Context: an optimization exercise on an open-source flow, tuned for small area, a short achievable clock period and few clock cycles per item. The choices shown serve that exercise and are no tape-out recipe.
At most, simulation tests tie the RTL to the original design; equivalence was not proved.
No activity file was given, so power comes from the tool's default toggle rates.

Setup of v29:
Design bch_decoder, start of the top module:
module bch_decoder (
	input                      clk,
	input                      rstn,
	input                      i_set,
	input  [1:0]               i_code,
	input  [8-1:0]   i_data,
	output                     o_ready,
	output                     o_finish,
	output [8-1:0]    o_odata
);
	logic       syn_valid;
	logic       syn_take;
	logic       free_next;
	logic [7:0] s1;
	logic [7:0] s3;
	logic       is63;
	bch_syndrome u_syndrome (
		.clk     (clk),
		.rstn    (rstn),
		.i_set   (i_set),
		.i_code  (i_code),
		.i_data  (i_data),
		.o_ready (o_ready),
		.o_valid (syn_valid),
		.i_take  (syn_take),
		.i_free_next (free_next),
		.o_s1    (s1),
		.o_s3    (s3),
		.o_is63  (is63)
	);
	bch_berlekamp u_solver (
		.clk      (clk),
		.rstn     (rstn),
		.i_valid  (syn_valid),
		.o_take   (syn_take),
		.o_free_next (free_next),
		.i_s1     (s1),
		.i_s3     (s3),
		.i_is63   (is63),
		.o_finish (o_finish),
		.o_odata  (o_odata)
	);
endmodule
export LEC_CHECK = 0
export CAP_MARGIN = 20
export CORE_MARGIN = 2
export CORE_UTILIZATION = 40
export CTS_BUF_LIST = sky130_fd_sc_hd__clkbuf_2 sky130_fd_sc_hd__clkbuf_4 sky130_fd_sc_hd__clkbuf_8
export SLEW_MARGIN = 20
create_clock -name core_clock -period 10.0 [get_ports {clk}]
standard.sh (not shown) runs the stock make flow with config.mk's settings and CLKGATE_MAP_FILE= SYNTH_SCRIPT=/design/flow/synth_recipe.tcl, a recipe that flattens the netlist after the stock synthesis.
==> flow/flow/run.sh <==
#!/bin/bash
# Standard layout, with timing repair aiming for 6.9 ns of setup slack at the
# 10 ns clock (so the paths are optimised for a shorter achieved period), and
# a small clock tree: the design has about 70 flip-flops.
set -euo pipefail
bash standard.sh SETUP_SLACK_MARGIN=6.9 \
	"CTS_ARGS=-buf_list sky130_fd_sc_hd__clkbuf_8 -repair_clock_nets -dont_use_dummy_load" \
	finish > make_finish.log 2>&1
--- input diff v29..v42 ---
-- flow/flow/run.sh --
<<< v29, line 2
# Standard layout, with timing repair aiming for 6.9 ns of setup slack at the
>>> v42, line 2
# Standard layout, with timing repair aiming for 7 ns of setup slack at the
<<< v29, line 6
bash standard.sh SETUP_SLACK_MARGIN=6.9 \
>>> v42, line 6
bash standard.sh SETUP_SLACK_MARGIN=7 \
==> run notes <==
| fraction of cell area in non-clock buffers | lower: v42 |. On time the final worst path needs with I/O delays and setup, v29 loses to v42. Compared v42 against v29; routed wire length within noise. v42 against v29: internal power saw little to no change; fraction of standard cell area that is sequential ~0 delta; final area saw an increase.
## Diff of input files: v21 against v42
==> flow/flow/run.sh <==
#!/bin/bash
# Standard layout, with timing repair aiming for 7 ns of setup slack at the
# 10 ns clock, so the paths are optimised for a shorter achieved period.
set -euo pipefail
bash standard.sh SETUP_SLACK_MARGIN=7 finish > make_finish.log 2>&1
### Flow results
On violation count after the first detailed-route iteration, v21 does better than v42. Clock period minus final worst setup slack across v42 and v21: no real change. Diff v42 and v21: total via count in the routed design higher in v21. As far as fmax is concerned, v21 and v42 perform about the same. On global-route usage, v42 tracks v21 almost exactly. Between v42 and v21, the required time of the critical path does not differ in any meaningful way. The lower relative contribution of sequential cells to total power of v42 and v21 is in v21. On wire length of the first global-routing pass, v21 tracks v42 almost exactly. v21 against v42: post-layout worst setup margin has remained practically unchanged; fill cell instance count of the final layout neither gained nor lost much; post-layout total power increased by about 4.6% relative to the old numbers.
Here is what was changed in the inputs of v13 compared with v21.
Settings: CORE_UTILIZATION changed from 40 to 60; CTS_BUF_LIST removed (was sky130_fd_sc_hd__clkbuf_2 sky130_fd_sc_hd__clkbuf_4 sky130_fd_sc_hd__clkbuf_8).
==> flow/flow/run.sh <==
#!/bin/bash
# Standard layout, with timing repair aiming for 7 ns of setup slack at the
# 10 ns clock (so the paths are optimised for a shorter achieved period), and
# a small clock tree: the design has about 70 flip-flops.
set -euo pipefail
bash standard.sh SETUP_SLACK_MARGIN=7 \
	"CTS_ARGS=-buf_list sky130_fd_sc_hd__clkbuf_8 -repair_clock_nets -dont_use_dummy_load" \
	finish > make_finish.log 2>&1
[summary]
- As of v13, number of resized instances in the post-cts repair step had fallen by a few percent compared to v21.
- v13 -> v21: sequential area share after synthesis delta 0, exact match
- Lower area of the placeable core goes to v13 over v21.
- Against v21, v13 comes in 32% lower on die area.
- Min sequential share of layout area across v13 and v21: v21
- Cell count (v13 vs. v21) decreases by a few percent
- Maximum vdd ir drop ends up higher on v13.
- When v13 is measured against v21, its final area turns out about 1.2% lower.
- [compare] base=v21 new=v13: source-to-sink clock delay at the later pin of the worst-skew pair ~0 delta, half-perimeter wire length after placement -760 um.
No functional check of the RTL was part of any run of this note.

---

Another version of the RTL of bch_decoder (not shown whole).
Size in the first run: ~690 cells after synthesis, ~23 I/O pins.
==> flow/config.mk <==
export PLATFORM = sky130hd
export DESIGN_NAME = bch_decoder
export DESIGN_NICKNAME = bch_decoder
export VERILOG_FILES = /design/flow/design.v
export SDC_FILE = /design/flow/constraint.sdc
export NUM_CORES = 4
export LEC_CHECK = 0
export CAP_MARGIN = 20
export CORE_MARGIN = 2
export CORE_UTILIZATION = 40
export CTS_BUF_LIST = sky130_fd_sc_hd__clkbuf_2 sky130_fd_sc_hd__clkbuf_4 sky130_fd_sc_hd__clkbuf_8
export SLEW_MARGIN = 20
==> flow/constraint.sdc <==
create_clock -name core_clock -period 10.0 [get_ports {clk}]
set_input_delay 2.0000 -clock core_clock [delete_from_list [all_inputs] [get_ports {clk}]]
set_output_delay 2.0000 -clock core_clock [all_outputs]
set_load 0.01 [all_outputs]
==> flow/flow/run.sh <==
#!/bin/bash
# Standard layout, with timing repair aiming for 7 ns of setup slack at the
# 10 ns clock (so the paths are optimised for a shorter achieved period), and
# a small clock tree: the design has about 70 flip-flops.
set -euo pipefail
bash standard.sh SETUP_SLACK_MARGIN=7 \
	"CTS_ARGS=-buf_list sky130_fd_sc_hd__clkbuf_8 -repair_clock_nets -dont_use_dummy_load" \
	finish > make_finish.log 2>&1
Testbench counts at the start, summed over its fixed seeds: cycles 14,902, frames 512.
Next try:
- CORE_UTILIZATION: 40 -> 60
- CTS_BUF_LIST: sky130_fd_sc_hd__clkbuf_2 sky130_fd_sc_hd__clkbuf_4 sky130_fd_sc_hd__clkbuf_8 -> unset
Outcome: Sequential power hardly moves; wire length is lower by 5.4%; total power stays flat; register-to-register slack hardly moves; final cell count goes down by 7.2%; combinational power goes up by about 1%; clock power is about the same.
Next try:
==> flow/flow/run.sh (replaced) <==
#!/bin/bash
# Standard layout, with timing repair aiming for 7.1 ns of setup slack at the
# 10 ns clock, so the paths are optimised for a shorter achieved period.
set -euo pipefail
bash standard.sh SETUP_SLACK_MARGIN=7.1 finish > make_finish.log 2>&1
- CORE_UTILIZATION: 60 -> 40
- CTS_BUF_LIST: unset -> sky130_fd_sc_hd__clkbuf_2 sky130_fd_sc_hd__clkbuf_4 sky130_fd_sc_hd__clkbuf_8
What happened: Wire length goes up by 8.1%. Worst hold slack improved by 0.023 ns. Utilization goes down by 21 points. Final area goes up by 5.4%.
Next try:
==> flow/flow/run.sh (replaced) <==
#!/bin/bash
# Standard layout, with timing repair aiming for 7 ns of setup slack at the
# 10 ns clock (so the paths are optimised for a shorter achieved period), and
# a one-level clock tree: the design has about 70 flip-flops.
set -euo pipefail
bash standard.sh SETUP_SLACK_MARGIN=7 \
	"CTS_ARGS=-buf_list sky130_fd_sc_hd__clkbuf_16 -root_buf sky130_fd_sc_hd__clkbuf_16 -sink_clustering_enable -sink_clustering_size 80 -sink_clustering_max_diameter 1000 -repair_clock_nets -dont_use_dummy_load" \
	finish > make_finish.log 2>&1
Outcome: The new run went through all stages and came out clean. Synthesized cell count is unchanged. Clock-buffer cell count came out lower by 1. Global-route usage barely changes. Non-clock buffer count came out lower by 7.
Next try:
==> flow/flow/run.sh (replaced) <==
#!/bin/bash
# Standard layout, with timing repair aiming for 7 ns of setup slack at the
# 10 ns clock (so the paths are optimised for a shorter achieved period), and
# a small clock tree: the design has about 70 flip-flops.
set -euo pipefail
bash standard.sh SETUP_SLACK_MARGIN=7 \
	"CTS_ARGS=-buf_list sky130_fd_sc_hd__clkbuf_8 -repair_clock_nets -dont_use_dummy_load" \
	finish > make_finish.log 2>&1
- CORE_UTILIZATION: 40 -> 75
- CTS_BUF_LIST: sky130_fd_sc_hd__clkbuf_2 sky130_fd_sc_hd__clkbuf_4 sky130_fd_sc_hd__clkbuf_8 -> unset
Effect: Wire length grows by about 5.6%; synthesized area is unchanged; synthesized cell count is unchanged.

re-timing with driven ports:
Ports are ideal in the flow. The routed layouts listed here were re-timed in OpenROAD. Step 1 (the two cells are an assumption about what drives the block):
set clk [get_ports {clk}]
set_driving_cell -lib_cell sky130_fd_sc_hd__clkbuf_16 $clk
set_driving_cell -lib_cell sky130_fd_sc_hd__buf_2 [delete_from_list [all_inputs] $clk]
Step 2 also shifts input and output timing later by t, the mid clock arrival at the registers, as if the neighbouring blocks saw the same clock. Three values: ideal ports, drivers, drivers and shift; two values: the first two.
run	t (ns)	slack for setup (ns)	worst setup path after step 2	slew at the worst register clock pin (ns)
v29	0.391	6.917 / 6.882 / 6.867	input to register	0.07 / 0.07
v42	0.387	6.922 / 6.886 / 6.866	input to register	0.07 / 0.07
v21	0.392	6.919 / 6.883 / 6.877	input to register	0.08 / 0.08
v13	0.378	6.914 / 6.879 / 6.806	input to register	0.08 / 0.08
the first run of note 2	0.398	6.871 / 6.837 / 6.915	input to register	0.08 / 0.08
the second run of note 2	0.379	6.900 / 6.865 / 6.887	input to register	0.09 / 0.09
the third run of note 2	0.399	6.880 / 6.847 / 6.909	input to register	0.08 / 0.08
the fourth run of note 2	0.374	6.911 / 6.870 / 6.905	input to register	0.06 / 0.06
the fifth run of note 2	0.382	6.889 / 6.854 / 6.851	input to register	0.09 / 0.09
After both steps every run listed still meets setup and hold. For v13, which loses most, drivers alone change the setup slack by -0.035 ns; drivers and shift together by -0.108 ns.
